Context: an optimization exercise on an open-source flow, tuned for small area, a short achievable clock period and few clock cycles per item. The choices shown serve that exercise and are no tape-out recipe. At most, simulation tests tie the RTL to the original design; equivalence was not proved. Function not checked in run 2: the RTL went through the layout flow alone.

==> flow/design.v (outline; a module is shown in full before it is edited, if it fits) <==
// module series_eval_engine: 108 lines
// module sev_fa: 4 lines
// module sev_fa1: 4 lines
// module sev_gp: 4 lines
// module sev_pgc: 4 lines
// module sev_gc: 3 lines
// module sev_sq16: 541 lines
// module sev_mul16: 863 lines
// module sev_macadd16: 924 lines
// module sev_macsub16: 969 lines
module series_eval_engine #(
    parameter int WIDTH = 16,
    parameter int TERMS = 4
) (
    input  logic             clk,
    input  logic             rst,
    input  logic             start,
    input  logic [WIDTH-1:0] x,
    input  logic             coef_wr,
    input  logic [2:0]       coef_addr,
    input  logic [WIDTH-1:0] coef_data,
    output logic             busy,
    output logic             done,
    output logic [WIDTH-1:0] result,
    output logic             ovf
);
  // ...
==> flow/run.sh <==
#!/bin/bash
# synth_recipe.tcl (not shown) runs the flow's synth.tcl, then flattens the netlist and writes it again
# the make line also repeats each setting of config.mk as NAME=value (left out here)
make -C /OpenROAD-flow-scripts/flow DESIGN_CONFIG=/design/flow/config.mk WORK_HOME=/design/flow/orfs CLKGATE_MAP_FILE= SYNTH_SCRIPT=/design/flow/synth_recipe.tcl finish
==> flow/config.mk <==
export PLATFORM = sky130hd
export DESIGN_NAME = series_eval_engine
export DESIGN_NICKNAME = series_eval_engine
export VERILOG_FILES = /design/flow/design.v
export SDC_FILE = /design/flow/constraint.sdc
export NUM_CORES = 4
export LEC_CHECK = 0
export CAP_MARGIN = 20
export CORE_MARGIN = 2
export CORE_UTILIZATION = 40
export SLEW_MARGIN = 20
export SYNTH_HIERARCHICAL = 1
==> flow/constraint.sdc <==
create_clock -name core_clock -period 11.0 [get_ports {clk}]
set_input_delay 2.2000 -clock core_clock [delete_from_list [all_inputs] [get_ports {clk}]]
set_output_delay 2.2000 -clock core_clock [all_outputs]
set_load 0.01 [all_outputs]
==> results.sh, run 1 <==
export IMPL_diodes=4
export IMPL_grt_pass1_vias=44100
export IMPL_dieArea_mm2=0.159
export IMPL_multi_input_area_mm2=0.0522
export IMPL_crit_arrival_ns=7.07
export IMPL_post_cts_buffers=0
export IMPL_nets=7209
export IMPL_cts_buffers=47
export IMPL_maxSlewViolCount=0
export IMPL_grt_pass1_wl_mm=249
export IMPL_grt_antenna_before_repair=0
export IMPL_via_per_inst=5.14
export IMPL_r2r_start="x7_q[11]"
export IMPL_signal_buffers=135
export IMPL_die_w_um=399
export IMPL_drt_pass1_iterations=5
export IMPL_grt_max_degree=42
export IMPL_outcome="finished clean"
export IMPL_crit_path_frequent_cell="a21o_1"
export IMPL_multi_input_area_share_pct=79.8
export IMPL_drt_iter0_drc=2124
export IMPL_hold_depth=0
export IMPL_path_cells="nand2_1 > ha_1 > fa_1 > fa_1 > fa_1 > fa_1 > fa_1 > ha_1 > and2_1 > and2_1 > and2_1 > a21o_1 > a21o_1 > a21o_1 > a21o_1 > a21o_1 > a21o_1 > xnor2_1 > xnor2_1 > xnor2_1 > or2_2"
export IMPL_cp_max_fo=17
Testbench counts, summed over its fixed seeds: cycles 1,712, items 1,536.
==> run 2: changes to the inputs <==
--- a/flow/design.v
+++ b/flow/design.v
@@ -39,6 +39,6 @@
     sev_mul16    u_p5  (.a(x3_q), .b(x2s2_q), .y(x5_d));
-    sev_macsub16 u_t1  (.acc(acc2_q), .a(c1_q), .b(x3_q), .y(acc3_d), .ov(ov3));
+    sev_macsub16 u_t1  (.acc(acc2_q), .a(c1_q), .b(x3_q), .ovi(1'b0), .y(acc3_d), .ov(ov3));
     sev_mul16    u_p7  (.a(x5_q), .b(x2s3_q), .y(x7_d));
-    sev_macadd16 u_t2  (.acc(acc3_q), .a(c2_q), .b(x5_q), .y(acc4_d), .ov(ov4));
-    sev_macsub16 u_t3  (.acc(acc4_q), .a(c3_q), .b(x7_q), .y(acc5_d), .ov(ov5));
+    sev_macadd16 u_t2  (.acc(acc3_q), .a(c2_q), .b(x5_q), .ovi(ovf3_q), .y(acc4_d), .ov(ov4));
+    sev_macsub16 u_t3  (.acc(acc4_q), .a(c3_q), .b(x7_q), .ovi(ovf4_q), .y(acc5_d), .ov(ov5));
     always_ff @(posedge clk or posedge rst) begin
@@ -99,5 +99,5 @@
         acc4_q   <= acc4_d;
-        ovf4_q   <= ovf3_q | ov4;
+        ovf4_q   <= ov4;
         result_q <= acc5_d;
-        ovf_q    <= ovf4_q | ov5;
+        ovf_q    <= ov5;
     end
@@ -124,2 +124,15 @@
 endmodule
+module sev_bsel (input wire one, input wire two, input wire neg, input wire a, input wire am, output wire r);
+    assign r = ((one & a) | (two & am)) ^ neg;
+endmodule
+module sev_bseln (input wire one, input wire two, input wire neg, input wire a, input wire am, output wire r);
+    assign r = ~(((one & a) | (two & am)) ^ neg);
+endmodule
+module sev_benc (input wire b1, input wire b0, input wire bm, output wire one, output wire two);
+    assign one = b0 ^ bm;
+    assign two = (b1 & ~b0 & ~bm) | (~b1 & b0 & bm);
+endmodule
+module sev_mx2 (input wire s, input wire a, input wire b, output wire y);
+    assign y = s ? a : b;
+endmodule
 module sev_gc (input wire gh, input wire ph, input wire gl, output wire g);
@@ -470,3 +483,24 @@
     wire w340;
-    wire [30:15] rs;
+    wire w341;
+    wire w342;
+    wire w343;
+    wire w344;
+    wire w345;
+    wire w346;
+    wire w347;
+    wire w348;
+    wire w349;
+    wire w350;
+    wire w351;
+    wire w352;
+    wire w353;
+    wire w354;
+    wire w355;
+    wire w356;
+    wire w357;
+    wire w358;
+    wire w359;
+    wire w360;
+    wire w361;
+    wire [30:15] rs, rp, rc, rg;
     sev_gp u1 (.a(1'b1), .b(~(x[0] & x[15])), .g(w2), .p(w1));
@@ -605,63 +639,144 @@
     sev_gp u134 (.a(w210), .b(w211), .g(w267), .p(w268));
-    sev_pgc u135 (.gh(w235), .ph(w236), .gl(w233), .pl(w234), .g(w269), .p(w270));
-    sev_pgc u136 (.gh(w231), .ph(w232), .gl(w229), .pl(w230), .g(w271), .p(w272));
-    sev_pgc u137 (.gh(w269), .ph(w270), .gl(w271), .pl(w272), .g(w273), .p(w274));
-    sev_pgc u138 (.gh(w227), .ph(w228), .gl(w225), .pl(w226), .g(w275), .p(w276));
-    sev_pgc u139 (.gh(w223), .ph(w224), .gl(w221), .pl(w222), .g(w277), .p(w278));
-    sev_pgc u140 (.gh(w275), .ph(w276), .gl(w277), .pl(w278), .g(w279), .p(w280));
-    sev_pgc u141 (.gh(w273), .ph(w274), .gl(w279), .pl(w280), .g(w281), .p(w282));
-    sev_pgc u142 (.gh(w219), .ph(w220), .gl(w217), .pl(w218), .g(w283), .p(w284));
-    assign w285 = w216 & x[0] & x[2];
-    sev_pgc u143 (.gh(w283), .ph(w284), .gl(w215), .pl(w285), .g(w286), .p(w287));
-    sev_gc u144 (.gh(w286), .ph(w287), .gl(w213), .g(w289));
-    sev_gc u145 (.gh(w281), .ph(w282), .gl(w289), .g(w290));
-    sev_gc u146 (.gh(w237), .ph(w238), .gl(w290), .g(w291));
-    sev_pgc u147 (.gh(w241), .ph(w242), .gl(w239), .pl(w240), .g(w292), .p(w293));
-    sev_pgc u148 (.gh(w245), .ph(w246), .gl(w243), .pl(w244), .g(w294), .p(w295));
-    sev_pgc u149 (.gh(w249), .ph(w250), .gl(w247), .pl(w248), .g(w296), .p(w297));
-    sev_pgc u150 (.gh(w253), .ph(w254), .gl(w251), .pl(w252), .g(w298), .p(w299));
-    sev_pgc u151 (.gh(w257), .ph(w258), .gl(w255), .pl(w256), .g(w300), .p(w301));
-    sev_pgc u152 (.gh(w261), .ph(w262), .gl(w259), .pl(w260), .g(w302), .p(w303));
-    sev_pgc u153 (.gh(w265), .ph(w266), .gl(w263), .pl(w264), .g(w304), .p(w305));
-    sev_gc u154 (.gh(w239), .ph(w240), .gl(w291), .g(w306));
-    sev_gc u155 (.gh(w292), .ph(w293), .gl(w291), .g(w307));
-    sev_pgc u156 (.gh(w247), .ph(w248), .gl(w294), .pl(w295), .g(w308), .p(w309));
-    sev_pgc u157 (.gh(w296), .ph(w297), .gl(w294), .pl(w295), .g(w310), .p(w311));
-    sev_pgc u158 (.gh(w255), .ph(w256), .gl(w298), .pl(w299), .g(w312), .p(w313));
-    sev_pgc u159 (.gh(w300), .ph(w301), .gl(w298), .pl(w299), .g(w314), .p(w315));
-    sev_pgc u160 (.gh(w263), .ph(w264), .gl(w302), .pl(w303), .g(w316), .p(w317));
-    sev_pgc u161 (.gh(w304), .ph(w305), .gl(w302), .pl(w303), .g(w318), .p(w319));
-    sev_gc u162 (.gh(w243), .ph(w244), .gl(w307), .g(w320));
-    sev_gc u163 (.gh(w294), .ph(w295), .gl(w307), .g(w321));
-    sev_gc u164 (.gh(w308), .ph(w309), .gl(w307), .g(w322));
-    sev_gc u165 (.gh(w310), .ph(w311), .gl(w307), .g(w323));
-    sev_pgc u166 (.gh(w259), .ph(w260), .gl(w314), .pl(w315), .g(w324), .p(w325));
-    sev_pgc u167 (.gh(w302), .ph(w303), .gl(w314), .pl(w315), .g(w326), .p(w327));
-    sev_pgc u168 (.gh(w316), .ph(w317), .gl(w314), .pl(w315), .g(w328), .p(w329));
-    sev_pgc u169 (.gh(w318), .ph(w319), .gl(w314), .pl(w315), .g(w330), .p(w331));
-    sev_gc u170 (.gh(w251), .ph(w252), .gl(w323), .g(w332));
-    sev_gc u171 (.gh(w298), .ph(w299), .gl(w323), .g(w333));
-    sev_gc u172 (.gh(w312), .ph(w313), .gl(w323), .g(w334));
-    sev_gc u173 (.gh(w314), .ph(w315), .gl(w323), .g(w335));
-    sev_gc u174 (.gh(w324), .ph(w325), .gl(w323), .g(w336));
-    sev_gc u175 (.gh(w326), .ph(w327), .gl(w323), .g(w337));
-    sev_gc u176 (.gh(w328), .ph(w329), .gl(w323), .g(w338));
-    sev_gc u177 (.gh(w330), .ph(w331), .gl(w323), .g(w339));
-    sev_gc u178 (.gh(w267), .ph(w268), .gl(w339), .g(w340));
-    assign rs[15] = (w238 ^ w290);
-    assign rs[16] = (w240 ^ w291);
-    assign rs[17] = (w242 ^ w306);
-    assign rs[18] = (w244 ^ w307);
-    assign rs[19] = (w246 ^ w320);
-    assign rs[20] = (w248 ^ w321);
-    assign rs[21] = (w250 ^ w322);
-    assign rs[22] = (w252 ^ w323);
-    assign rs[23] = (w254 ^ w332);
-    assign rs[24] = (w256 ^ w333);
-    assign rs[25] = (w258 ^ w334);
-    assign rs[26] = (w260 ^ w335);
-    assign rs[27] = (w262 ^ w336);
-    assign rs[28] = (w264 ^ w337);
-    assign rs[29] = (w266 ^ w338);
-    assign rs[30] = (w268 ^ w339);
+    assign w269 = w234 & w232;
+    sev_gc u135 (.gh(w233), .ph(w234), .gl(w231), .g(w270));
+    assign w271 = w236 & w269;
+    sev_gc u136 (.gh(w235), .ph(w236), .gl(w270), .g(w272));
+    assign w273 = w230 & w228;
+    sev_gc u137 (.gh(w229), .ph(w230), .gl(w227), .g(w274));
+    assign w275 = w226 & w224;
+    sev_gc u138 (.gh(w225), .ph(w226), .gl(w223), .g(w276));
+    assign w277 = w273 & w275;
+    sev_gc u139 (.gh(w274), .ph(w273), .gl(w276), .g(w278));
+    assign w279 = w271 & w277;
+    sev_gc u140 (.gh(w272), .ph(w271), .gl(w278), .g(w280));
+    assign w281 = w222 & w220;
+    sev_gc u141 (.gh(w221), .ph(w222), .gl(w219), .g(w282));
+    assign w283 = w218 & w216;
+    sev_gc u142 (.gh(w217), .ph(w218), .gl(w215), .g(w284));
+    assign w285 = w281 & w283;
+    sev_gc u143 (.gh(w282), .ph(w281), .gl(w284), .g(w286));
+    assign w287 = x[0] & x[2] & w214;
+    assign w288 = x[0] & x[2] & w213;
+    sev_gc u144 (.gh(w286), .ph(w285), .gl(w288), .g(w289));
+    sev_gc u145 (.gh(w280), .ph(w279), .gl(w289), .g(w290));
+    assign w291 = w238 & w236;
+    sev_gc u146 (.gh(w237), .ph(w238), .gl(w235), .g(w292));
+    assign w293 = w291 & w269;
+    sev_gc u147 (.gh(w292), .ph(w291), .gl(w270), .g(w294));
+    assign w295 = w293 & w277;
+    sev_gc u148 (.gh(w294), .ph(w293), .gl(w278), .g(w296));
+    sev_gc u149 (.gh(w296), .ph(w295), .gl(w289), .g(w297));
+    sev_gc u150 (.gh(w239), .ph(w240), .gl(w297), .g(w298));
+    assign w299 = w242 & w240;
+    sev_gc u151 (.gh(w241), .ph(w242), .gl(w239), .g(w300));
+    sev_gc u152 (.gh(w300), .ph(w299), .gl(w297), .g(w301));
+    assign w302 = w244 & w299;
+    sev_gc u153 (.gh(w243), .ph(w244), .gl(w300), .g(w303));
+    sev_gc u154 (.gh(w303), .ph(w302), .gl(w297), .g(w304));
+    assign w305 = w246 & w244;
+    sev_gc u155 (.gh(w245), .ph(w246), .gl(w243), .g(w306));
+    assign w307 = w305 & w299;
+    sev_gc u156 (.gh(w306), .ph(w305), .gl(w300), .g(w308));
+    sev_gc u157 (.gh(w308), .ph(w307), .gl(w297), .g(w309));
+    assign w310 = w248 & w307;
+    sev_gc u158 (.gh(w247), .ph(w248), .gl(w308), .g(w311));
+    sev_gc u159 (.gh(w311), .ph(w310), .gl(w297), .g(w312));
+    assign w313 = w250 & w248;
+    sev_gc u160 (.gh(w249), .ph(w250), .gl(w247), .g(w314));
+    assign w315 = w313 & w307;
+    sev_gc u161 (.gh(w314), .ph(w313), .gl(w308), .g(w316));
+    sev_gc u162 (.gh(w316), .ph(w315), .gl(w297), .g(w317));
+    assign w318 = w252 & w313;
+    sev_gc u163 (.gh(w251), .ph(w252), .gl(w314), .g(w319));
+    assign w320 = w318 & w307;
+    sev_gc u164 (.gh(w319), .ph(w318), .gl(w308), .g(w321));
+    sev_gc u165 (.gh(w321), .ph(w320), .gl(w297), .g(w322));
+    assign w323 = w254 & w252;
+    sev_gc u166 (.gh(w253), .ph(w254), .gl(w251), .g(w324));
+    assign w325 = w323 & w313;
+    sev_gc u167 (.gh(w324), .ph(w323), .gl(w314), .g(w326));
+    assign w327 = w325 & w307;
+    sev_gc u168 (.gh(w326), .ph(w325), .gl(w308), .g(w328));
+    sev_gc u169 (.gh(w328), .ph(w327), .gl(w297), .g(w329));
+    assign w330 = w256 & w327;
+    sev_gc u170 (.gh(w255), .ph(w256), .gl(w328), .g(w331));
+    sev_gc u171 (.gh(w331), .ph(w330), .gl(w297), .g(w332));
+    assign w333 = w258 & w256;
+    sev_gc u172 (.gh(w257), .ph(w258), .gl(w255), .g(w334));
+    assign w335 = w333 & w327;
+    sev_gc u173 (.gh(w334), .ph(w333), .gl(w328), .g(w336));
+    sev_gc u174 (.gh(w336), .ph(w335), .gl(w297), .g(w337));
+    assign w338 = w260 & w333;
+    sev_gc u175 (.gh(w259), .ph(w260), .gl(w334), .g(w339));
+    assign w340 = w338 & w327;
+    sev_gc u176 (.gh(w339), .ph(w338), .gl(w328), .g(w341));
+    sev_gc u177 (.gh(w341), .ph(w340), .gl(w297), .g(w342));
+    assign w343 = w262 & w260;
+    sev_gc u178 (.gh(w261), .ph(w262), .gl(w259), .g(w344));
+    assign w345 = w343 & w333;
+    sev_gc u179 (.gh(w344), .ph(w343), .gl(w334), .g(w346));
+    assign w347 = w345 & w327;
+    sev_gc u180 (.gh(w346), .ph(w345), .gl(w328), .g(w348));
+    sev_gc u181 (.gh(w348), .ph(w347), .gl(w297), .g(w349));
+    assign w350 = w264 & w345;
+    sev_gc u182 (.gh(w263), .ph(w264), .gl(w346), .g(w351));
+    assign w352 = w350 & w327;
+    sev_gc u183 (.gh(w351), .ph(w350), .gl(w328), .g(w353));
+    sev_gc u184 (.gh(w353), .ph(w352), .gl(w297), .g(w354));
+    assign w355 = w266 & w264;
+    sev_gc u185 (.gh(w265), .ph(w266), .gl(w263), .g(w356));
+    assign w357 = w355 & w345;
+    sev_gc u186 (.gh(w356), .ph(w355), .gl(w346), .g(w358));
+    assign w359 = w357 & w327;
+    sev_gc u187 (.gh(w358), .ph(w357), .gl(w328), .g(w360));
+    sev_gc u188 (.gh(w360), .ph(w359), .gl(w297), .g(w361));
+    assign rp[15] = w238;
+    assign rc[15] = w290;
+    assign rg[15] = w237;
+    assign rp[16] = w240;
+    assign rc[16] = w297;
+    assign rg[16] = w239;
+    assign rp[17] = w242;
+    assign rc[17] = w298;
+    assign rg[17] = w241;
+    assign rp[18] = w244;
+    assign rc[18] = w301;
+    assign rg[18] = w243;
+    assign rp[19] = w246;
+    assign rc[19] = w304;
+    assign rg[19] = w245;
+    assign rp[20] = w248;
+    assign rc[20] = w309;
+    assign rg[20] = w247;
+    assign rp[21] = w250;
+    assign rc[21] = w312;
+    assign rg[21] = w249;
+    assign rp[22] = w252;
+    assign rc[22] = w317;
+    assign rg[22] = w251;
+    assign rp[23] = w254;
+    assign rc[23] = w322;
+    assign rg[23] = w253;
+    assign rp[24] = w256;
+    assign rc[24] = w329;
+    assign rg[24] = w255;
+    assign rp[25] = w258;
+    assign rc[25] = w332;
+    assign rg[25] = w257;
+    assign rp[26] = w260;
+    assign rc[26] = w337;
+    assign rg[26] = w259;
+    assign rp[27] = w262;
+    assign rc[27] = w342;
+    assign rg[27] = w261;
+    assign rp[28] = w264;
+    assign rc[28] = w349;
+    assign rg[28] = w263;
+    assign rp[29] = w266;
+    assign rc[29] = w354;
+    assign rg[29] = w265;
+    assign rp[30] = w268;
+    assign rc[30] = w361;
+    assign rg[30] = w267;
+    assign rs = rp ^ rc;
     assign y = rs[30:15];
@@ -1226,3 +1341,23 @@
     wire w554;
-    wire [30:15] rs;
+    wire w555;
+    wire w556;
+    wire w557;
+    wire w558;
+    wire w559;
+    wire w560;
+    wire w561;
+    wire w562;
+    wire w563;
+    wire w564;
+    wire w565;
+    wire w566;
+    wire w567;
+    wire w568;
+    wire w569;
+    wire w570;
+    wire w571;
+    wire w572;
+    wire w573;
+    wire w574;
+    wire [30:15] rs, rp, rc, rg;
     sev_gp u1 (.a(a[0] & b[13]), .b(a[1] & b[12]), .g(w2), .p(w1));
@@ -1467,67 +1602,148 @@
     sev_gp u240 (.a(w420), .b(a[15] & b[15]), .g(w479), .p(w480));
-    sev_pgc u241 (.gh(w447), .ph(w448), .gl(w445), .pl(w446), .g(w481), .p(w482));
-    sev_pgc u242 (.gh(w443), .ph(w444), .gl(w441), .pl(w442), .g(w483), .p(w484));
-    sev_pgc u243 (.gh(w481), .ph(w482), .gl(w483), .pl(w484), .g(w485), .p(w486));
-    sev_pgc u244 (.gh(w439), .ph(w440), .gl(w437), .pl(w438), .g(w487), .p(w488));
-    sev_pgc u245 (.gh(w435), .ph(w436), .gl(w433), .pl(w434), .g(w489), .p(w490));
-    sev_pgc u246 (.gh(w487), .ph(w488), .gl(w489), .pl(w490), .g(w491), .p(w492));
-    sev_pgc u247 (.gh(w485), .ph(w486), .gl(w491), .pl(w492), .g(w493), .p(w494));
-    sev_pgc u248 (.gh(w431), .ph(w432), .gl(w429), .pl(w430), .g(w495), .p(w496));
-    sev_pgc u249 (.gh(w427), .ph(w428), .gl(w425), .pl(w426), .g(w497), .p(w498));
-    sev_pgc u250 (.gh(w495), .ph(w496), .gl(w497), .pl(w498), .g(w499), .p(w500));
-    sev_pgc u251 (.gh(w423), .ph(w424), .gl(w421), .pl(w422), .g(w501), .p(w502));
-    sev_gc u252 (.gh(w499), .ph(w500), .gl(w501), .g(w503));
-    sev_gc u253 (.gh(w493), .ph(w494), .gl(w503), .g(w504));
-    sev_gc u254 (.gh(w449), .ph(w450), .gl(w504), .g(w505));
-    sev_pgc u255 (.gh(w453), .ph(w454), .gl(w451), .pl(w452), .g(w506), .p(w507));
-    sev_pgc u256 (.gh(w457), .ph(w458), .gl(w455), .pl(w456), .g(w508), .p(w509));
-    sev_pgc u257 (.gh(w461), .ph(w462), .gl(w459), .pl(w460), .g(w510), .p(w511));
-    sev_pgc u258 (.gh(w465), .ph(w466), .gl(w463), .pl(w464), .g(w512), .p(w513));
-    sev_pgc u259 (.gh(w469), .ph(w470), .gl(w467), .pl(w468), .g(w514), .p(w515));
-    sev_pgc u260 (.gh(w473), .ph(w474), .gl(w471), .pl(w472), .g(w516), .p(w517));
-    sev_pgc u261 (.gh(w477), .ph(w478), .gl(w475), .pl(w476), .g(w518), .p(w519));
-    sev_gc u262 (.gh(w451), .ph(w452), .gl(w505), .g(w520));
-    sev_gc u263 (.gh(w506), .ph(w507), .gl(w505), .g(w521));
-    sev_pgc u264 (.gh(w459), .ph(w460), .gl(w508), .pl(w509), .g(w522), .p(w523));
-    sev_pgc u265 (.gh(w510), .ph(w511), .gl(w508), .pl(w509), .g(w524), .p(w525));
-    sev_pgc u266 (.gh(w467), .ph(w468), .gl(w512), .pl(w513), .g(w526), .p(w527));
-    sev_pgc u267 (.gh(w514), .ph(w515), .gl(w512), .pl(w513), .g(w528), .p(w529));
-    sev_pgc u268 (.gh(w475), .ph(w476), .gl(w516), .pl(w517), .g(w530), .p(w531));
-    sev_pgc u269 (.gh(w518), .ph(w519), .gl(w516), .pl(w517), .g(w532), .p(w533));
-    sev_gc u270 (.gh(w455), .ph(w456), .gl(w521), .g(w534));
-    sev_gc u271 (.gh(w508), .ph(w509), .gl(w521), .g(w535));
-    sev_gc u272 (.gh(w522), .ph(w523), .gl(w521), .g(w536));
-    sev_gc u273 (.gh(w524), .ph(w525), .gl(w521), .g(w537));
-    sev_pgc u274 (.gh(w471), .ph(w472), .gl(w528), .pl(w529), .g(w538), .p(w539));
-    sev_pgc u275 (.gh(w516), .ph(w517), .gl(w528), .pl(w529), .g(w540), .p(w541));
-    sev_pgc u276 (.gh(w530), .ph(w531), .gl(w528), .pl(w529), .g(w542), .p(w543));
-    sev_pgc u277 (.gh(w532), .ph(w533), .gl(w528), .pl(w529), .g(w544), .p(w545));
-    sev_gc u278 (.gh(w463), .ph(w464), .gl(w537), .g(w546));
-    sev_gc u279 (.gh(w512), .ph(w513), .gl(w537), .g(w547));
-    sev_gc u280 (.gh(w526), .ph(w527), .gl(w537), .g(w548));
-    sev_gc u281 (.gh(w528), .ph(w529), .gl(w537), .g(w549));
-    sev_gc u282 (.gh(w538), .ph(w539), .gl(w537), .g(w550));
-    sev_gc u283 (.gh(w540), .ph(w541), .gl(w537), .g(w551));
-    sev_gc u284 (.gh(w542), .ph(w543), .gl(w537), .g(w552));
-    sev_gc u285 (.gh(w544), .ph(w545), .gl(w537), .g(w553));
-    sev_gc u286 (.gh(w479), .ph(w480), .gl(w553), .g(w554));
-    assign rs[15] = (w450 ^ w504);
-    assign rs[16] = (w452 ^ w505);
-    assign rs[17] = (w454 ^ w520);
-    assign rs[18] = (w456 ^ w521);
-    assign rs[19] = (w458 ^ w534);
-    assign rs[20] = (w460 ^ w535);
-    assign rs[21] = (w462 ^ w536);
-    assign rs[22] = (w464 ^ w537);
-    assign rs[23] = (w466 ^ w546);
-    assign rs[24] = (w468 ^ w547);
-    assign rs[25] = (w470 ^ w548);
-    assign rs[26] = (w472 ^ w549);
-    assign rs[27] = (w474 ^ w550);
-    assign rs[28] = (w476 ^ w551);
-    assign rs[29] = (w478 ^ w552);
-    assign rs[30] = (w480 ^ w553);
+    assign w481 = w446 & w444;
+    sev_gc u241 (.gh(w445), .ph(w446), .gl(w443), .g(w482));
+    assign w483 = w448 & w481;
+    sev_gc u242 (.gh(w447), .ph(w448), .gl(w482), .g(w484));
+    assign w485 = w442 & w440;
+    sev_gc u243 (.gh(w441), .ph(w442), .gl(w439), .g(w486));
+    assign w487 = w438 & w436;
+    sev_gc u244 (.gh(w437), .ph(w438), .gl(w435), .g(w488));
+    assign w489 = w485 & w487;
+    sev_gc u245 (.gh(w486), .ph(w485), .gl(w488), .g(w490));
+    assign w491 = w483 & w489;
+    sev_gc u246 (.gh(w484), .ph(w483), .gl(w490), .g(w492));
+    assign w493 = w434 & w432;
+    sev_gc u247 (.gh(w433), .ph(w434), .gl(w431), .g(w494));
+    assign w495 = w430 & w428;
+    sev_gc u248 (.gh(w429), .ph(w430), .gl(w427), .g(w496));
+    assign w497 = w493 & w495;
+    sev_gc u249 (.gh(w494), .ph(w493), .gl(w496), .g(w498));
+    assign w499 = w426 & w424;
+    sev_gc u250 (.gh(w425), .ph(w426), .gl(w423), .g(w500));
+    sev_gc u251 (.gh(w500), .ph(w499), .gl(w421), .g(w501));
+    sev_gc u252 (.gh(w498), .ph(w497), .gl(w501), .g(w502));
+    sev_gc u253 (.gh(w492), .ph(w491), .gl(w502), .g(w503));
+    assign w504 = w450 & w448;
+    sev_gc u254 (.gh(w449), .ph(w450), .gl(w447), .g(w505));
+    assign w506 = w504 & w481;
+    sev_gc u255 (.gh(w505), .ph(w504), .gl(w482), .g(w507));
+    assign w508 = w506 & w489;
+    sev_gc u256 (.gh(w507), .ph(w506), .gl(w490), .g(w509));
+    sev_gc u257 (.gh(w509), .ph(w508), .gl(w502), .g(w510));
+    sev_gc u258 (.gh(w451), .ph(w452), .gl(w510), .g(w511));
+    assign w512 = w454 & w452;
+    sev_gc u259 (.gh(w453), .ph(w454), .gl(w451), .g(w513));
+    sev_gc u260 (.gh(w513), .ph(w512), .gl(w510), .g(w514));
+    assign w515 = w456 & w512;
+    sev_gc u261 (.gh(w455), .ph(w456), .gl(w513), .g(w516));
+    sev_gc u262 (.gh(w516), .ph(w515), .gl(w510), .g(w517));
+    assign w518 = w458 & w456;
+    sev_gc u263 (.gh(w457), .ph(w458), .gl(w455), .g(w519));
+    assign w520 = w518 & w512;
+    sev_gc u264 (.gh(w519), .ph(w518), .gl(w513), .g(w521));
+    sev_gc u265 (.gh(w521), .ph(w520), .gl(w510), .g(w522));
+    assign w523 = w460 & w520;
+    sev_gc u266 (.gh(w459), .ph(w460), .gl(w521), .g(w524));
+    sev_gc u267 (.gh(w524), .ph(w523), .gl(w510), .g(w525));
+    assign w526 = w462 & w460;
+    sev_gc u268 (.gh(w461), .ph(w462), .gl(w459), .g(w527));
+    assign w528 = w526 & w520;
+    sev_gc u269 (.gh(w527), .ph(w526), .gl(w521), .g(w529));
+    sev_gc u270 (.gh(w529), .ph(w528), .gl(w510), .g(w530));
+    assign w531 = w464 & w526;
+    sev_gc u271 (.gh(w463), .ph(w464), .gl(w527), .g(w532));
+    assign w533 = w531 & w520;
+    sev_gc u272 (.gh(w532), .ph(w531), .gl(w521), .g(w534));
+    sev_gc u273 (.gh(w534), .ph(w533), .gl(w510), .g(w535));
+    assign w536 = w466 & w464;
+    sev_gc u274 (.gh(w465), .ph(w466), .gl(w463), .g(w537));
+    assign w538 = w536 & w526;
+    sev_gc u275 (.gh(w537), .ph(w536), .gl(w527), .g(w539));
+    assign w540 = w538 & w520;
+    sev_gc u276 (.gh(w539), .ph(w538), .gl(w521), .g(w541));
+    sev_gc u277 (.gh(w541), .ph(w540), .gl(w510), .g(w542));
+    assign w543 = w468 & w540;
+    sev_gc u278 (.gh(w467), .ph(w468), .gl(w541), .g(w544));
+    sev_gc u279 (.gh(w544), .ph(w543), .gl(w510), .g(w545));
+    assign w546 = w470 & w468;
+    sev_gc u280 (.gh(w469), .ph(w470), .gl(w467), .g(w547));
+    assign w548 = w546 & w540;
+    sev_gc u281 (.gh(w547), .ph(w546), .gl(w541), .g(w549));
+    sev_gc u282 (.gh(w549), .ph(w548), .gl(w510), .g(w550));
+    assign w551 = w472 & w546;
+    sev_gc u283 (.gh(w471), .ph(w472), .gl(w547), .g(w552));
+    assign w553 = w551 & w540;
+    sev_gc u284 (.gh(w552), .ph(w551), .gl(w541), .g(w554));
+    sev_gc u285 (.gh(w554), .ph(w553), .gl(w510), .g(w555));
+    assign w556 = w474 & w472;
+    sev_gc u286 (.gh(w473), .ph(w474), .gl(w471), .g(w557));
+    assign w558 = w556 & w546;
+    sev_gc u287 (.gh(w557), .ph(w556), .gl(w547), .g(w559));
+    assign w560 = w558 & w540;
+    sev_gc u288 (.gh(w559), .ph(w558), .gl(w541), .g(w561));
+    sev_gc u289 (.gh(w561), .ph(w560), .gl(w510), .g(w562));
+    assign w563 = w476 & w558;
+    sev_gc u290 (.gh(w475), .ph(w476), .gl(w559), .g(w564));
+    assign w565 = w563 & w540;
+    sev_gc u291 (.gh(w564), .ph(w563), .gl(w541), .g(w566));
+    sev_gc u292 (.gh(w566), .ph(w565), .gl(w510), .g(w567));
+    assign w568 = w478 & w476;
+    sev_gc u293 (.gh(w477), .ph(w478), .gl(w475), .g(w569));
+    assign w570 = w568 & w558;
+    sev_gc u294 (.gh(w569), .ph(w568), .gl(w559), .g(w571));
+    assign w572 = w570 & w540;
+    sev_gc u295 (.gh(w571), .ph(w570), .gl(w541), .g(w573));
+    sev_gc u296 (.gh(w573), .ph(w572), .gl(w510), .g(w574));
+    assign rp[15] = w450;
+    assign rc[15] = w503;
+    assign rg[15] = w449;
+    assign rp[16] = w452;
+    assign rc[16] = w510;
+    assign rg[16] = w451;
+    assign rp[17] = w454;
+    assign rc[17] = w511;
+    assign rg[17] = w453;
+    assign rp[18] = w456;
+    assign rc[18] = w514;
+    assign rg[18] = w455;
+    assign rp[19] = w458;
+    assign rc[19] = w517;
+    assign rg[19] = w457;
+    assign rp[20] = w460;
+    assign rc[20] = w522;
+    assign rg[20] = w459;
+    assign rp[21] = w462;
+    assign rc[21] = w525;
+    assign rg[21] = w461;
+    assign rp[22] = w464;
+    assign rc[22] = w530;
+    assign rg[22] = w463;
+    assign rp[23] = w466;
+    assign rc[23] = w535;
+    assign rg[23] = w465;
+    assign rp[24] = w468;
+    assign rc[24] = w542;
+    assign rg[24] = w467;
+    assign rp[25] = w470;
+    assign rc[25] = w545;
+    assign rg[25] = w469;
+    assign rp[26] = w472;
+    assign rc[26] = w550;
+    assign rg[26] = w471;
+    assign rp[27] = w474;
+    assign rc[27] = w555;
+    assign rg[27] = w473;
+    assign rp[28] = w476;
+    assign rc[28] = w562;
+    assign rg[28] = w475;
+    assign rp[29] = w478;
+    assign rc[29] = w567;
+    assign rg[29] = w477;
+    assign rp[30] = w480;
+    assign rc[30] = w574;
+    assign rg[30] = w479;
+    assign rs = rp ^ rc;
     assign y = rs[30:15];
 endmodule
-module sev_macadd16 (acc, a, b, y, ov);
+module sev_macadd16 (acc, a, b, ovi, y, ov);
     input wire [15:0] acc;
@@ -1535,2 +1751,3 @@
     input wire [15:0] b;
+    input wire ovi;
     output wire [15:0] y;
@@ -2128,3 +2345,27 @@
     wire w591;
-    wire [31:15] rs;
+    wire w592;
+    wire w593;
+    wire w594;
+    wire w595;
+    wire w596;
+    wire w597;
+    wire w598;
+    wire w599;
+    wire w600;
+    wire w601;
+    wire w602;
+    wire w603;
+    wire w604;
+    wire w605;
+    wire w606;
+    wire w607;
+    wire w608;
+    wire w609;
+    wire w610;
+    wire w611;
+    wire w612;
+    wire w613;
+    wire w614;
+    wire w615;
+    wire [31:15] rs, rp, rc, rg;
     sev_gp u1 (.a(a[0] & b[13]), .b(a[1] & b[12]), .g(w2), .p(w1));
@@ -2386,72 +2627,161 @@
     sev_gp u257 (.a(w452), .b(w394), .g(w513), .p(w514));
-    sev_pgc u258 (.gh(w479), .ph(w480), .gl(w477), .pl(w478), .g(w515), .p(w516));
-    sev_pgc u259 (.gh(w475), .ph(w476), .gl(w473), .pl(w474), .g(w517), .p(w518));
-    sev_pgc u260 (.gh(w515), .ph(w516), .gl(w517), .pl(w518), .g(w519), .p(w520));
-    sev_pgc u261 (.gh(w471), .ph(w472), .gl(w469), .pl(w470), .g(w521), .p(w522));
-    sev_pgc u262 (.gh(w467), .ph(w468), .gl(w465), .pl(w466), .g(w523), .p(w524));
-    sev_pgc u263 (.gh(w521), .ph(w522), .gl(w523), .pl(w524), .g(w525), .p(w526));
-    sev_pgc u264 (.gh(w519), .ph(w520), .gl(w525), .pl(w526), .g(w527), .p(w528));
-    sev_pgc u265 (.gh(w463), .ph(w464), .gl(w461), .pl(w462), .g(w529), .p(w530));
-    sev_pgc u266 (.gh(w459), .ph(w460), .gl(w457), .pl(w458), .g(w531), .p(w532));
-    sev_pgc u267 (.gh(w529), .ph(w530), .gl(w531), .pl(w532), .g(w533), .p(w534));
-    sev_pgc u268 (.gh(w455), .ph(w456), .gl(w453), .pl(w454), .g(w535), .p(w536));
-    sev_gc u269 (.gh(w533), .ph(w534), .gl(w535), .g(w537));
-    sev_gc u270 (.gh(w527), .ph(w528), .gl(w537), .g(w538));
-    sev_gc u271 (.gh(w481), .ph(w482), .gl(w538), .g(w539));
-    sev_pgc u272 (.gh(w485), .ph(w486), .gl(w483), .pl(w484), .g(w540), .p(w541));
-    sev_pgc u273 (.gh(w489), .ph(w490), .gl(w487), .pl(w488), .g(w542), .p(w543));
-    sev_pgc u274 (.gh(w493), .ph(w494), .gl(w491), .pl(w492), .g(w544), .p(w545));
-    sev_pgc u275 (.gh(w497), .ph(w498), .gl(w495), .pl(w496), .g(w546), .p(w547));
-    sev_pgc u276 (.gh(w501), .ph(w502), .gl(w499), .pl(w500), .g(w548), .p(w549));
-    sev_pgc u277 (.gh(w505), .ph(w506), .gl(w503), .pl(w504), .g(w550), .p(w551));
-    sev_pgc u278 (.gh(w509), .ph(w510), .gl(w507), .pl(w508), .g(w552), .p(w553));
-    sev_pgc u279 (.gh(w513), .ph(w514), .gl(w511), .pl(w512), .g(w554), .p(w555));
-    sev_gc u280 (.gh(w483), .ph(w484), .gl(w539), .g(w556));
-    sev_gc u281 (.gh(w540), .ph(w541), .gl(w539), .g(w557));
-    sev_pgc u282 (.gh(w491), .ph(w492), .gl(w542), .pl(w543), .g(w558), .p(w559));
-    sev_pgc u283 (.gh(w544), .ph(w545), .gl(w542), .pl(w543), .g(w560), .p(w561));
-    sev_pgc u284 (.gh(w499), .ph(w500), .gl(w546), .pl(w547), .g(w562), .p(w563));
-    sev_pgc u285 (.gh(w548), .ph(w549), .gl(w546), .pl(w547), .g(w564), .p(w565));
-    sev_pgc u286 (.gh(w507), .ph(w508), .gl(w550), .pl(w551), .g(w566), .p(w567));
-    sev_pgc u287 (.gh(w552), .ph(w553), .gl(w550), .pl(w551), .g(w568), .p(w569));
-    sev_gc u288 (.gh(w487), .ph(w488), .gl(w557), .g(w570));
-    sev_gc u289 (.gh(w542), .ph(w543), .gl(w557), .g(w571));
-    sev_gc u290 (.gh(w558), .ph(w559), .gl(w557), .g(w572));
-    sev_gc u291 (.gh(w560), .ph(w561), .gl(w557), .g(w573));
-    sev_pgc u292 (.gh(w503), .ph(w504), .gl(w564), .pl(w565), .g(w574), .p(w575));
-    sev_pgc u293 (.gh(w550), .ph(w551), .gl(w564), .pl(w565), .g(w576), .p(w577));
-    sev_pgc u294 (.gh(w566), .ph(w567), .gl(w564), .pl(w565), .g(w578), .p(w579));
-    sev_pgc u295 (.gh(w568), .ph(w569), .gl(w564), .pl(w565), .g(w580), .p(w581));
-    sev_gc u296 (.gh(w495), .ph(w496), .gl(w573), .g(w582));
-    sev_gc u297 (.gh(w546), .ph(w547), .gl(w573), .g(w583));
-    sev_gc u298 (.gh(w562), .ph(w563), .gl(w573), .g(w584));
-    sev_gc u299 (.gh(w564), .ph(w565), .gl(w573), .g(w585));
-    sev_gc u300 (.gh(w574), .ph(w575), .gl(w573), .g(w586));
-    sev_gc u301 (.gh(w576), .ph(w577), .gl(w573), .g(w587));
-    sev_gc u302 (.gh(w578), .ph(w579), .gl(w573), .g(w588));
-    sev_gc u303 (.gh(w580), .ph(w581), .gl(w573), .g(w589));
-    sev_gc u304 (.gh(w511), .ph(w512), .gl(w589), .g(w590));
-    sev_gc u305 (.gh(w554), .ph(w555), .gl(w589), .g(w591));
-    assign rs[15] = (w482 ^ w538);
-    assign rs[16] = (w484 ^ w539);
-    assign rs[17] = (w486 ^ w556);
-    assign rs[18] = (w488 ^ w557);
-    assign rs[19] = (w490 ^ w570);
-    assign rs[20] = (w492 ^ w571);
-    assign rs[21] = (w494 ^ w572);
-    assign rs[22] = (w496 ^ w573);
-    assign rs[23] = (w498 ^ w582);
-    assign rs[24] = (w500 ^ w583);
-    assign rs[25] = (w502 ^ w584);
-    assign rs[26] = (w504 ^ w585);
-    assign rs[27] = (w506 ^ w586);
-    assign rs[28] = (w508 ^ w587);
-    assign rs[29] = (w510 ^ w588);
-    assign rs[30] = (w512 ^ w589);
-    assign rs[31] = (w514 ^ w590);
+    assign w515 = w478 & w476;
+    sev_gc u258 (.gh(w477), .ph(w478), .gl(w475), .g(w516));
+    assign w517 = w480 & w515;
+    sev_gc u259 (.gh(w479), .ph(w480), .gl(w516), .g(w518));
+    assign w519 = w474 & w472;
+    sev_gc u260 (.gh(w473), .ph(w474), .gl(w471), .g(w520));
+    assign w521 = w470 & w468;
+    sev_gc u261 (.gh(w469), .ph(w470), .gl(w467), .g(w522));
+    assign w523 = w519 & w521;
+    sev_gc u262 (.gh(w520), .ph(w519), .gl(w522), .g(w524));
+    assign w525 = w517 & w523;
+    sev_gc u263 (.gh(w518), .ph(w517), .gl(w524), .g(w526));
+    assign w527 = w466 & w464;
+    sev_gc u264 (.gh(w465), .ph(w466), .gl(w463), .g(w528));
+    assign w529 = w462 & w460;
+    sev_gc u265 (.gh(w461), .ph(w462), .gl(w459), .g(w530));
+    assign w531 = w527 & w529;
+    sev_gc u266 (.gh(w528), .ph(w527), .gl(w530), .g(w532));
+    assign w533 = w458 & w456;
+    sev_gc u267 (.gh(w457), .ph(w458), .gl(w455), .g(w534));
+    sev_gc u268 (.gh(w534), .ph(w533), .gl(w453), .g(w535));
+    sev_gc u269 (.gh(w532), .ph(w531), .gl(w535), .g(w536));
+    sev_gc u270 (.gh(w526), .ph(w525), .gl(w536), .g(w537));
+    assign w538 = w482 & w480;
+    sev_gc u271 (.gh(w481), .ph(w482), .gl(w479), .g(w539));
+    assign w540 = w538 & w515;
+    sev_gc u272 (.gh(w539), .ph(w538), .gl(w516), .g(w541));
+    assign w542 = w540 & w523;
+    sev_gc u273 (.gh(w541), .ph(w540), .gl(w524), .g(w543));
+    sev_gc u274 (.gh(w543), .ph(w542), .gl(w536), .g(w544));
+    sev_gc u275 (.gh(w483), .ph(w484), .gl(w544), .g(w545));
+    assign w546 = w486 & w484;
+    sev_gc u276 (.gh(w485), .ph(w486), .gl(w483), .g(w547));
+    sev_gc u277 (.gh(w547), .ph(w546), .gl(w544), .g(w548));
+    assign w549 = w488 & w546;
+    sev_gc u278 (.gh(w487), .ph(w488), .gl(w547), .g(w550));
+    sev_gc u279 (.gh(w550), .ph(w549), .gl(w544), .g(w551));
+    assign w552 = w490 & w488;
+    sev_gc u280 (.gh(w489), .ph(w490), .gl(w487), .g(w553));
+    assign w554 = w552 & w546;
+    sev_gc u281 (.gh(w553), .ph(w552), .gl(w547), .g(w555));
+    sev_gc u282 (.gh(w555), .ph(w554), .gl(w544), .g(w556));
+    assign w557 = w492 & w554;
+    sev_gc u283 (.gh(w491), .ph(w492), .gl(w555), .g(w558));
+    sev_gc u284 (.gh(w558), .ph(w557), .gl(w544), .g(w559));
+    assign w560 = w494 & w492;
+    sev_gc u285 (.gh(w493), .ph(w494), .gl(w491), .g(w561));
+    assign w562 = w560 & w554;
+    sev_gc u286 (.gh(w561), .ph(w560), .gl(w555), .g(w563));
+    sev_gc u287 (.gh(w563), .ph(w562), .gl(w544), .g(w564));
+    assign w565 = w496 & w560;
+    sev_gc u288 (.gh(w495), .ph(w496), .gl(w561), .g(w566));
+    assign w567 = w565 & w554;
+    sev_gc u289 (.gh(w566), .ph(w565), .gl(w555), .g(w568));
+    sev_gc u290 (.gh(w568), .ph(w567), .gl(w544), .g(w569));
+    assign w570 = w498 & w496;
+    sev_gc u291 (.gh(w497), .ph(w498), .gl(w495), .g(w571));
+    assign w572 = w570 & w560;
+    sev_gc u292 (.gh(w571), .ph(w570), .gl(w561), .g(w573));
+    assign w574 = w572 & w554;
+    sev_gc u293 (.gh(w573), .ph(w572), .gl(w555), .g(w575));
+    sev_gc u294 (.gh(w575), .ph(w574), .gl(w544), .g(w576));
+    assign w577 = w500 & w574;
+    sev_gc u295 (.gh(w499), .ph(w500), .gl(w575), .g(w578));
+    sev_gc u296 (.gh(w578), .ph(w577), .gl(w544), .g(w579));
+    assign w580 = w502 & w500;
+    sev_gc u297 (.gh(w501), .ph(w502), .gl(w499), .g(w581));
+    assign w582 = w580 & w574;
+    sev_gc u298 (.gh(w581), .ph(w580), .gl(w575), .g(w583));
+    sev_gc u299 (.gh(w583), .ph(w582), .gl(w544), .g(w584));
+    assign w585 = w504 & w580;
+    sev_gc u300 (.gh(w503), .ph(w504), .gl(w581), .g(w586));
+    assign w587 = w585 & w574;
+    sev_gc u301 (.gh(w586), .ph(w585), .gl(w575), .g(w588));
+    sev_gc u302 (.gh(w588), .ph(w587), .gl(w544), .g(w589));
+    assign w590 = w506 & w504;
+    sev_gc u303 (.gh(w505), .ph(w506), .gl(w503), .g(w591));
+    assign w592 = w590 & w580;
+    sev_gc u304 (.gh(w591), .ph(w590), .gl(w581), .g(w593));
+    assign w594 = w592 & w574;
+    sev_gc u305 (.gh(w593), .ph(w592), .gl(w575), .g(w595));
+    sev_gc u306 (.gh(w595), .ph(w594), .gl(w544), .g(w596));
+    assign w597 = w508 & w592;
+    sev_gc u307 (.gh(w507), .ph(w508), .gl(w593), .g(w598));
+    assign w599 = w597 & w574;
+    sev_gc u308 (.gh(w598), .ph(w597), .gl(w575), .g(w600));
+    sev_gc u309 (.gh(w600), .ph(w599), .gl(w544), .g(w601));
+    assign w602 = w510 & w508;
+    sev_gc u310 (.gh(w509), .ph(w510), .gl(w507), .g(w603));
+    assign w604 = w602 & w592;
+    sev_gc u311 (.gh(w603), .ph(w602), .gl(w593), .g(w605));
+    assign w606 = w604 & w574;
+    sev_gc u312 (.gh(w605), .ph(w604), .gl(w575), .g(w607));
+    sev_gc u313 (.gh(w607), .ph(w606), .gl(w544), .g(w608));
+    assign w609 = w512 & w602;
+    sev_gc u314 (.gh(w511), .ph(w512), .gl(w603), .g(w610));
+    assign w611 = w609 & w592;
+    sev_gc u315 (.gh(w610), .ph(w609), .gl(w593), .g(w612));
+    assign w613 = w611 & w574;
+    sev_gc u316 (.gh(w612), .ph(w611), .gl(w575), .g(w614));
+    sev_gc u317 (.gh(w614), .ph(w613), .gl(w544), .g(w615));
+    assign rp[15] = w482;
+    assign rc[15] = w537;
+    assign rg[15] = w481;
+    assign rp[16] = w484;
+    assign rc[16] = w544;
+    assign rg[16] = w483;
+    assign rp[17] = w486;
+    assign rc[17] = w545;
+    assign rg[17] = w485;
+    assign rp[18] = w488;
+    assign rc[18] = w548;
+    assign rg[18] = w487;
+    assign rp[19] = w490;
+    assign rc[19] = w551;
+    assign rg[19] = w489;
+    assign rp[20] = w492;
+    assign rc[20] = w556;
+    assign rg[20] = w491;
+    assign rp[21] = w494;
+    assign rc[21] = w559;
+    assign rg[21] = w493;
+    assign rp[22] = w496;
+    assign rc[22] = w564;
+    assign rg[22] = w495;
+    assign rp[23] = w498;
+    assign rc[23] = w569;
+    assign rg[23] = w497;
+    assign rp[24] = w500;
+    assign rc[24] = w576;
+    assign rg[24] = w499;
+    assign rp[25] = w502;
+    assign rc[25] = w579;
+    assign rg[25] = w501;
+    assign rp[26] = w504;
+    assign rc[26] = w584;
+    assign rg[26] = w503;
+    assign rp[27] = w506;
+    assign rc[27] = w589;
+    assign rg[27] = w505;
+    assign rp[28] = w508;
+    assign rc[28] = w596;
+    assign rg[28] = w507;
+    assign rp[29] = w510;
+    assign rc[29] = w601;
+    assign rg[29] = w509;
+    assign rp[30] = w512;
+    assign rc[30] = w608;
+    assign rg[30] = w511;
+    assign rp[31] = w514;
+    assign rc[31] = w615;
+    assign rg[31] = w513;
+    assign rs = rp ^ rc;
     wire special = (a == 16'h8000) & (b == 16'h8000);
     assign y = rs[30:15];
-    assign ov = rs[31] ^ rs[30] ^ special;
+    wire k1 = rp[31] ^ rp[30] ^ special;
+    sev_mx2 u_ovm (.s(rc[30]), .a(ovi | (k1 ^ (~rp[30] & ~rg[30]))), .b(ovi | (k1 ^ (~rp[30] & rg[30]))), .y(ov));
 endmodule
-module sev_macsub16 (acc, a, b, y, ov);
+module sev_macsub16 (acc, a, b, ovi, y, ov);
     input wire [15:0] acc;
@@ -2459,2 +2789,3 @@
     input wire [15:0] b;
+    input wire ovi;
     output wire [15:0] y;
@@ -3082,3 +3413,27 @@
     wire w621;
-    wire [31:15] rs;
+    wire w622;
+    wire w623;
+    wire w624;
+    wire w625;
+    wire w626;
+    wire w627;
+    wire w628;
+    wire w629;
+    wire w630;
+    wire w631;
+    wire w632;
+    wire w633;
+    wire w634;
+    wire w635;
+    wire w636;
+    wire w637;
+    wire w638;
+    wire w639;
+    wire w640;
+    wire w641;
+    wire w642;
+    wire w643;
+    wire w644;
+    wire w645;
+    wire [31:15] rs, rp, rc, rg;
     sev_gp u1 (.a(1'b1), .b(~(a[0] & b[12])), .g(w2), .p(w1));
@@ -3355,70 +3710,159 @@
     sev_gp u272 (.a(w482), .b(w422), .g(w543), .p(w544));
-    sev_pgc u273 (.gh(w509), .ph(w510), .gl(w507), .pl(w508), .g(w545), .p(w546));
-    sev_pgc u274 (.gh(w505), .ph(w506), .gl(w503), .pl(w504), .g(w547), .p(w548));
-    sev_pgc u275 (.gh(w545), .ph(w546), .gl(w547), .pl(w548), .g(w549), .p(w550));
-    sev_pgc u276 (.gh(w501), .ph(w502), .gl(w499), .pl(w500), .g(w551), .p(w552));
-    sev_pgc u277 (.gh(w497), .ph(w498), .gl(w495), .pl(w496), .g(w553), .p(w554));
-    sev_pgc u278 (.gh(w551), .ph(w552), .gl(w553), .pl(w554), .g(w555), .p(w556));
-    sev_pgc u279 (.gh(w549), .ph(w550), .gl(w555), .pl(w556), .g(w557), .p(w558));
-    sev_pgc u280 (.gh(w493), .ph(w494), .gl(w491), .pl(w492), .g(w559), .p(w560));
-    sev_pgc u281 (.gh(w489), .ph(w490), .gl(w487), .pl(w488), .g(w561), .p(w562));
-    sev_pgc u282 (.gh(w559), .ph(w560), .gl(w561), .pl(w562), .g(w563), .p(w564));
-    sev_pgc u283 (.gh(w485), .ph(w486), .gl(w483), .pl(w484), .g(w565), .p(w566));
-    sev_gc u284 (.gh(w563), .ph(w564), .gl(w565), .g(w567));
-    sev_gc u285 (.gh(w557), .ph(w558), .gl(w567), .g(w568));
-    sev_gc u286 (.gh(w511), .ph(w512), .gl(w568), .g(w569));
-    sev_pgc u287 (.gh(w515), .ph(w516), .gl(w513), .pl(w514), .g(w570), .p(w571));
-    sev_pgc u288 (.gh(w519), .ph(w520), .gl(w517), .pl(w518), .g(w572), .p(w573));
-    sev_pgc u289 (.gh(w523), .ph(w524), .gl(w521), .pl(w522), .g(w574), .p(w575));
-    sev_pgc u290 (.gh(w527), .ph(w528), .gl(w525), .pl(w526), .g(w576), .p(w577));
-    sev_pgc u291 (.gh(w531), .ph(w532), .gl(w529), .pl(w530), .g(w578), .p(w579));
-    sev_pgc u292 (.gh(w535), .ph(w536), .gl(w533), .pl(w534), .g(w580), .p(w581));
-    sev_pgc u293 (.gh(w539), .ph(w540), .gl(w537), .pl(w538), .g(w582), .p(w583));
-    sev_pgc u294 (.gh(w543), .ph(w544), .gl(w541), .pl(w542), .g(w584), .p(w585));
-    sev_gc u295 (.gh(w513), .ph(w514), .gl(w569), .g(w586));
-    sev_gc u296 (.gh(w570), .ph(w571), .gl(w569), .g(w587));
-    sev_pgc u297 (.gh(w521), .ph(w522), .gl(w572), .pl(w573), .g(w588), .p(w589));
-    sev_pgc u298 (.gh(w574), .ph(w575), .gl(w572), .pl(w573), .g(w590), .p(w591));
-    sev_pgc u299 (.gh(w529), .ph(w530), .gl(w576), .pl(w577), .g(w592), .p(w593));
-    sev_pgc u300 (.gh(w578), .ph(w579), .gl(w576), .pl(w577), .g(w594), .p(w595));
-    sev_pgc u301 (.gh(w537), .ph(w538), .gl(w580), .pl(w581), .g(w596), .p(w597));
-    sev_pgc u302 (.gh(w582), .ph(w583), .gl(w580), .pl(w581), .g(w598), .p(w599));
-    sev_gc u303 (.gh(w517), .ph(w518), .gl(w587), .g(w600));
-    sev_gc u304 (.gh(w572), .ph(w573), .gl(w587), .g(w601));
-    sev_gc u305 (.gh(w588), .ph(w589), .gl(w587), .g(w602));
-    sev_gc u306 (.gh(w590), .ph(w591), .gl(w587), .g(w603));
-    sev_pgc u307 (.gh(w533), .ph(w534), .gl(w594), .pl(w595), .g(w604), .p(w605));
-    sev_pgc u308 (.gh(w580), .ph(w581), .gl(w594), .pl(w595), .g(w606), .p(w607));
-    sev_pgc u309 (.gh(w596), .ph(w597), .gl(w594), .pl(w595), .g(w608), .p(w609));
-    sev_pgc u310 (.gh(w598), .ph(w599), .gl(w594), .pl(w595), .g(w610), .p(w611));
-    sev_gc u311 (.gh(w525), .ph(w526), .gl(w603), .g(w612));
-    sev_gc u312 (.gh(w576), .ph(w577), .gl(w603), .g(w613));
-    sev_gc u313 (.gh(w592), .ph(w593), .gl(w603), .g(w614));
-    sev_gc u314 (.gh(w594), .ph(w595), .gl(w603), .g(w615));
-    sev_gc u315 (.gh(w604), .ph(w605), .gl(w603), .g(w616));
-    sev_gc u316 (.gh(w606), .ph(w607), .gl(w603), .g(w617));
-    sev_gc u317 (.gh(w608), .ph(w609), .gl(w603), .g(w618));
-    sev_gc u318 (.gh(w610), .ph(w611), .gl(w603), .g(w619));
-    sev_gc u319 (.gh(w541), .ph(w542), .gl(w619), .g(w620));
-    sev_gc u320 (.gh(w584), .ph(w585), .gl(w619), .g(w621));
-    assign rs[15] = (w512 ^ w568);
-    assign rs[16] = (w514 ^ w569);
-    assign rs[17] = (w516 ^ w586);
-    assign rs[18] = (w518 ^ w587);
-    assign rs[19] = (w520 ^ w600);
-    assign rs[20] = (w522 ^ w601);
-    assign rs[21] = (w524 ^ w602);
-    assign rs[22] = (w526 ^ w603);
-    assign rs[23] = (w528 ^ w612);
-    assign rs[24] = (w530 ^ w613);
-    assign rs[25] = (w532 ^ w614);
-    assign rs[26] = (w534 ^ w615);
-    assign rs[27] = (w536 ^ w616);
-    assign rs[28] = (w538 ^ w617);
-    assign rs[29] = (w540 ^ w618);
-    assign rs[30] = (w542 ^ w619);
-    assign rs[31] = (w544 ^ w620);
+    assign w545 = w508 & w506;
+    sev_gc u273 (.gh(w507), .ph(w508), .gl(w505), .g(w546));
+    assign w547 = w510 & w545;
+    sev_gc u274 (.gh(w509), .ph(w510), .gl(w546), .g(w548));
+    assign w549 = w504 & w502;
+    sev_gc u275 (.gh(w503), .ph(w504), .gl(w501), .g(w550));
+    assign w551 = w500 & w498;
+    sev_gc u276 (.gh(w499), .ph(w500), .gl(w497), .g(w552));
+    assign w553 = w549 & w551;
+    sev_gc u277 (.gh(w550), .ph(w549), .gl(w552), .g(w554));
+    assign w555 = w547 & w553;
+    sev_gc u278 (.gh(w548), .ph(w547), .gl(w554), .g(w556));
+    assign w557 = w496 & w494;
+    sev_gc u279 (.gh(w495), .ph(w496), .gl(w493), .g(w558));
+    assign w559 = w492 & w490;
+    sev_gc u280 (.gh(w491), .ph(w492), .gl(w489), .g(w560));
+    assign w561 = w557 & w559;
+    sev_gc u281 (.gh(w558), .ph(w557), .gl(w560), .g(w562));
+    assign w563 = w488 & w486;
+    sev_gc u282 (.gh(w487), .ph(w488), .gl(w485), .g(w564));
+    sev_gc u283 (.gh(w564), .ph(w563), .gl(w483), .g(w565));
+    sev_gc u284 (.gh(w562), .ph(w561), .gl(w565), .g(w566));
+    sev_gc u285 (.gh(w556), .ph(w555), .gl(w566), .g(w567));
+    assign w568 = w512 & w510;
+    sev_gc u286 (.gh(w511), .ph(w512), .gl(w509), .g(w569));
+    assign w570 = w568 & w545;
+    sev_gc u287 (.gh(w569), .ph(w568), .gl(w546), .g(w571));
+    assign w572 = w570 & w553;
+    sev_gc u288 (.gh(w571), .ph(w570), .gl(w554), .g(w573));
+    sev_gc u289 (.gh(w573), .ph(w572), .gl(w566), .g(w574));
+    sev_gc u290 (.gh(w513), .ph(w514), .gl(w574), .g(w575));
+    assign w576 = w516 & w514;
+    sev_gc u291 (.gh(w515), .ph(w516), .gl(w513), .g(w577));
+    sev_gc u292 (.gh(w577), .ph(w576), .gl(w574), .g(w578));
+    assign w579 = w518 & w576;
+    sev_gc u293 (.gh(w517), .ph(w518), .gl(w577), .g(w580));
+    sev_gc u294 (.gh(w580), .ph(w579), .gl(w574), .g(w581));
+    assign w582 = w520 & w518;
+    sev_gc u295 (.gh(w519), .ph(w520), .gl(w517), .g(w583));
+    assign w584 = w582 & w576;
+    sev_gc u296 (.gh(w583), .ph(w582), .gl(w577), .g(w585));
+    sev_gc u297 (.gh(w585), .ph(w584), .gl(w574), .g(w586));
+    assign w587 = w522 & w584;
+    sev_gc u298 (.gh(w521), .ph(w522), .gl(w585), .g(w588));
+    sev_gc u299 (.gh(w588), .ph(w587), .gl(w574), .g(w589));
+    assign w590 = w524 & w522;
+    sev_gc u300 (.gh(w523), .ph(w524), .gl(w521), .g(w591));
+    assign w592 = w590 & w584;
+    sev_gc u301 (.gh(w591), .ph(w590), .gl(w585), .g(w593));
+    sev_gc u302 (.gh(w593), .ph(w592), .gl(w574), .g(w594));
+    assign w595 = w526 & w590;
+    sev_gc u303 (.gh(w525), .ph(w526), .gl(w591), .g(w596));
+    assign w597 = w595 & w584;
+    sev_gc u304 (.gh(w596), .ph(w595), .gl(w585), .g(w598));
+    sev_gc u305 (.gh(w598), .ph(w597), .gl(w574), .g(w599));
+    assign w600 = w528 & w526;
+    sev_gc u306 (.gh(w527), .ph(w528), .gl(w525), .g(w601));
+    assign w602 = w600 & w590;
+    sev_gc u307 (.gh(w601), .ph(w600), .gl(w591), .g(w603));
+    assign w604 = w602 & w584;
+    sev_gc u308 (.gh(w603), .ph(w602), .gl(w585), .g(w605));
+    sev_gc u309 (.gh(w605), .ph(w604), .gl(w574), .g(w606));
+    assign w607 = w530 & w604;
+    sev_gc u310 (.gh(w529), .ph(w530), .gl(w605), .g(w608));
+    sev_gc u311 (.gh(w608), .ph(w607), .gl(w574), .g(w609));
+    assign w610 = w532 & w530;
+    sev_gc u312 (.gh(w531), .ph(w532), .gl(w529), .g(w611));
+    assign w612 = w610 & w604;
+    sev_gc u313 (.gh(w611), .ph(w610), .gl(w605), .g(w613));
+    sev_gc u314 (.gh(w613), .ph(w612), .gl(w574), .g(w614));
+    assign w615 = w534 & w610;
+    sev_gc u315 (.gh(w533), .ph(w534), .gl(w611), .g(w616));
+    assign w617 = w615 & w604;
+    sev_gc u316 (.gh(w616), .ph(w615), .gl(w605), .g(w618));
+    sev_gc u317 (.gh(w618), .ph(w617), .gl(w574), .g(w619));
+    assign w620 = w536 & w534;
+    sev_gc u318 (.gh(w535), .ph(w536), .gl(w533), .g(w621));
+    assign w622 = w620 & w610;
+    sev_gc u319 (.gh(w621), .ph(w620), .gl(w611), .g(w623));
+    assign w624 = w622 & w604;
+    sev_gc u320 (.gh(w623), .ph(w622), .gl(w605), .g(w625));
+    sev_gc u321 (.gh(w625), .ph(w624), .gl(w574), .g(w626));
+    assign w627 = w538 & w622;
+    sev_gc u322 (.gh(w537), .ph(w538), .gl(w623), .g(w628));
+    assign w629 = w627 & w604;
+    sev_gc u323 (.gh(w628), .ph(w627), .gl(w605), .g(w630));
+    sev_gc u324 (.gh(w630), .ph(w629), .gl(w574), .g(w631));
+    assign w632 = w540 & w538;
+    sev_gc u325 (.gh(w539), .ph(w540), .gl(w537), .g(w633));
+    assign w634 = w632 & w622;
+    sev_gc u326 (.gh(w633), .ph(w632), .gl(w623), .g(w635));
+    assign w636 = w634 & w604;
+    sev_gc u327 (.gh(w635), .ph(w634), .gl(w605), .g(w637));
+    sev_gc u328 (.gh(w637), .ph(w636), .gl(w574), .g(w638));
+    assign w639 = w542 & w632;
+    sev_gc u329 (.gh(w541), .ph(w542), .gl(w633), .g(w640));
+    assign w641 = w639 & w622;
+    sev_gc u330 (.gh(w640), .ph(w639), .gl(w623), .g(w642));
+    assign w643 = w641 & w604;
+    sev_gc u331 (.gh(w642), .ph(w641), .gl(w605), .g(w644));
+    sev_gc u332 (.gh(w644), .ph(w643), .gl(w574), .g(w645));
+    assign rp[15] = w512;
+    assign rc[15] = w567;
+    assign rg[15] = w511;
+    assign rp[16] = w514;
+    assign rc[16] = w574;
+    assign rg[16] = w513;
+    assign rp[17] = w516;
+    assign rc[17] = w575;
+    assign rg[17] = w515;
+    assign rp[18] = w518;
+    assign rc[18] = w578;
+    assign rg[18] = w517;
+    assign rp[19] = w520;
+    assign rc[19] = w581;
+    assign rg[19] = w519;
+    assign rp[20] = w522;
+    assign rc[20] = w586;
+    assign rg[20] = w521;
+    assign rp[21] = w524;
+    assign rc[21] = w589;
+    assign rg[21] = w523;
+    assign rp[22] = w526;
+    assign rc[22] = w594;
+    assign rg[22] = w525;
+    assign rp[23] = w528;
+    assign rc[23] = w599;
+    assign rg[23] = w527;
+    assign rp[24] = w530;
+    assign rc[24] = w606;
+    assign rg[24] = w529;
+    assign rp[25] = w532;
+    assign rc[25] = w609;
+    assign rg[25] = w531;
+    assign rp[26] = w534;
+    assign rc[26] = w614;
+    assign rg[26] = w533;
+    assign rp[27] = w536;
+    assign rc[27] = w619;
+    assign rg[27] = w535;
+    assign rp[28] = w538;
+    assign rc[28] = w626;
+    assign rg[28] = w537;
+    assign rp[29] = w540;
+    assign rc[29] = w631;
+    assign rg[29] = w539;
+    assign rp[30] = w542;
+    assign rc[30] = w638;
+    assign rg[30] = w541;
+    assign rp[31] = w544;
+    assign rc[31] = w645;
+    assign rg[31] = w543;
+    assign rs = rp ^ rc;
     wire special = (a == 16'h8000) & (b == 16'h8000);
     assign y = rs[30:15];
-    assign ov = rs[31] ^ rs[30] ^ special;
+    wire k1 = rp[31] ^ rp[30] ^ special;
+    sev_mx2 u_ovm (.s(rc[30]), .a(ovi | (k1 ^ (~rp[30] & ~rg[30]))), .b(ovi | (k1 ^ (~rp[30] & rg[30]))), .y(ov));
 endmodule
--- a/flow/config.mk
+++ b/flow/config.mk
@@ -10,2 +10,3 @@
 export CORE_UTILIZATION = 40
+export SETUP_SLACK_MARGIN = 5
 export SLEW_MARGIN = 20
==> run 2 against run 1 <==
Die area up 0.25%; critical path depth down 7; clock skew down 0.018 ns; sequential share of layout area down 0.17 points; area after synthesis up 0.25%; via count up 5.2%; final cell count up 2.8%; cell area up 1.5%.
==> results.sh, run 2 <==
export IMPL_ff_latch_area_mm2=0.00750
export IMPL_nets=7416
export IMPL_cts_tree="yes"
export IMPL_dp_slack_ns=5.29
export IMPL_grt_pass1_wl_mm=259
export IMPL_grt_antenna_before_repair=4
export IMPL_r2r_start="c2_q[3]"
export IMPL_antenna_left=0
export IMPL_post_cts_buffers=0
export IMPL_gp_congestion=0.817
export IMPL_drt_iter0_drc=2262
export IMPL_grt_pass1_vias=46200
export IMPL_fin_crit_sh_pct=51.8
export IMPL_clock_latency_ns=0.65
export IMPL_wl_mm=157
export IMPL_synth_area_per_cell_um2=11.1
export IMPL_cts_root_buffer="clkbuf_16"
export IMPL_grt_max_degree=58
export IMPL_yosys_area_top_type="fa_1"
export IMPL_maxSlewViolCount=0
export IMPL_outcome="finished clean"
export IMPL_syn_area_mm2=0.0624
export IMPL_final_common_cell="fa_1"
export IMPL_dieArea_mm2=0.159
export IMPL_via_per_inst=5.26
export IMPL_critPathLaunch="c2_q[3]"
export IMPL_rsz0062_at_grt="no"
export IMPL_die_w_um=399
export IMPL_synth_edf_count=0
export IMPL_hold_depth=0
export IMPL_io_buffer_count=57
export IMPL_drv_cap=0
export IMPL_setup_tns_ns=0
export IMPL_fill_cells=14700
export IMPL_synth_area_leaders="fa_1 (48%), and2_1 (14%), dfxtp_1 (9.0%)"
export IMPL_max_freq_mhz=176
export IMPL_crit_arrival_ns=6.22
export IMPL_cts_buffers=47
export IMPL_drt_pass1_iterations=5
export IMPL_fin_worst_skew_ns=0.0721
export IMPL_cp_max_fo=18
export IMPL_design_core_area_mm2=0.155
export IMPL_multi_input_area_mm2=0.0531
export IMPL_drc_errors=0
export IMPL_cts_sinks=356
==> run 2: cell count changes in the layout (fill, tap and decap cells not counted), sizes merged, moves of 15 or more <==
cell and delta:
nor4 +15, a21o +85, and2 -115, inv +51, nor2 +22, and3 +57
==> run 2: layout make-up <==
type	count	area share, %
timing repair buffer	124	1.61
tap	2044	3.85
inverter	148	0.837
clock inverter	28	0.493
multi-input combinational	4805	79.9
clock buffer	60	2.01
sequential	356	11.3
antenna	3	0.0113
==> run 2: worst max-delay path, stage by stage, from the launching register on <==
cell and delay [ns]:
dfrtp_1 0.87, and2_1 0.26, fa_1 0.45, fa_1 0.52, fa_1 0.43, fa_1 0.39, fa_1 0.51, fa_1 0.41
ha_1 0.35, a21o_1 0.23, a21o_1 0.24, a21o_1 0.26, a21o_1 0.18, a21o_1 0.18, mux2_4 0.29
==> run 2: how the worst min path moves through the flow <==
stage,startpoint,endpoint,slack [ns]
4_1_cts,acc1_q[7],acc2_q[7],0.32
3_3_place_gp,acc1_q[4],acc2_q[4],0.31
2_1_floorplan,acc1_q[0],acc2_q[0],0.31
5_1_grt,acc1_q[15],acc2_q[15],0.33
6_report,acc1_q[15],acc2_q[15],0.32
3_5_place_dp,acc1_q[13],acc2_q[13],0.31
==> run 2: cells by family after synthesis <==
family          count (synthesis)  share of synthesized area [%]
mux                            67                           1.29
buf+inv                       451                           2.94
simple gates                 2232                           20.3
other cells                     5                         0.0301
compound gates                459                           5.48
xor+xnor                      134                           1.88
flops                         356                           12.0
fa+ha+maj                    1895                           56.0
==> run 2: modules after synthesis (local to each module, per instance), excerpt <==
module	area (µm²)	cells
sev_macadd16	2190	363
sev_fa1	27.5	5
sev_gp	12.5	1
sev_macsub16	1820	389
sev_gc	7.51	1
sev_sq16	1200	196
sev_mul16	2070	347
==> run 2: per-layer routing <==
metal  global-route usage, %  routed length, µm
met1                    27.6              68300
met4                    5.46               3970
met5                       0                  0
met3                    3.02               8140
met2                    35.4              77000
==> run 2: per-stage QoR <==
| step | utilization, % | cells | area, µm² |
|---|---|---|---|
| 2_1_floorplan | - | 5612 | 62500 |
| 4_1_cts | 43.0 | 7565 | 66500 |
| 5_1_grt | 43.0 | 7566 | 66500 |
| 6_report | 43.0 | 7568 | 66500 |
| 3_3_place_gp | 41.9 | 7477 | 64800 |
| 3_5_place_dp | 41.9 | 7477 | 64800 |

-- re-timing with driven ports --
In the flow no input, the clock included, has a driving cell. The finished layouts below were timed again as built, in two steps.
Step 1, drivers: a clkbuf_16 drives clk and a buf_2 each remaining input, both assumed.
Step 2, shift: input delay + t, output delay - t, t = (earliest + latest rising clock arrival at the registers) / 2. This alone moves slack from input paths to output paths.
Three values: ideal, step 1, step 2; two values: the first two.
run	t, ns	setup WS [ns]	hold slack, ns
run 1	0.706	4.479 / 4.479 / 4.479	0.326 / 0.326 / 0.326
run 2	0.697	5.304 / 5.304 / 5.304	0.323 / 0.323 / 0.323
After both steps setup and hold are still met in every run listed.
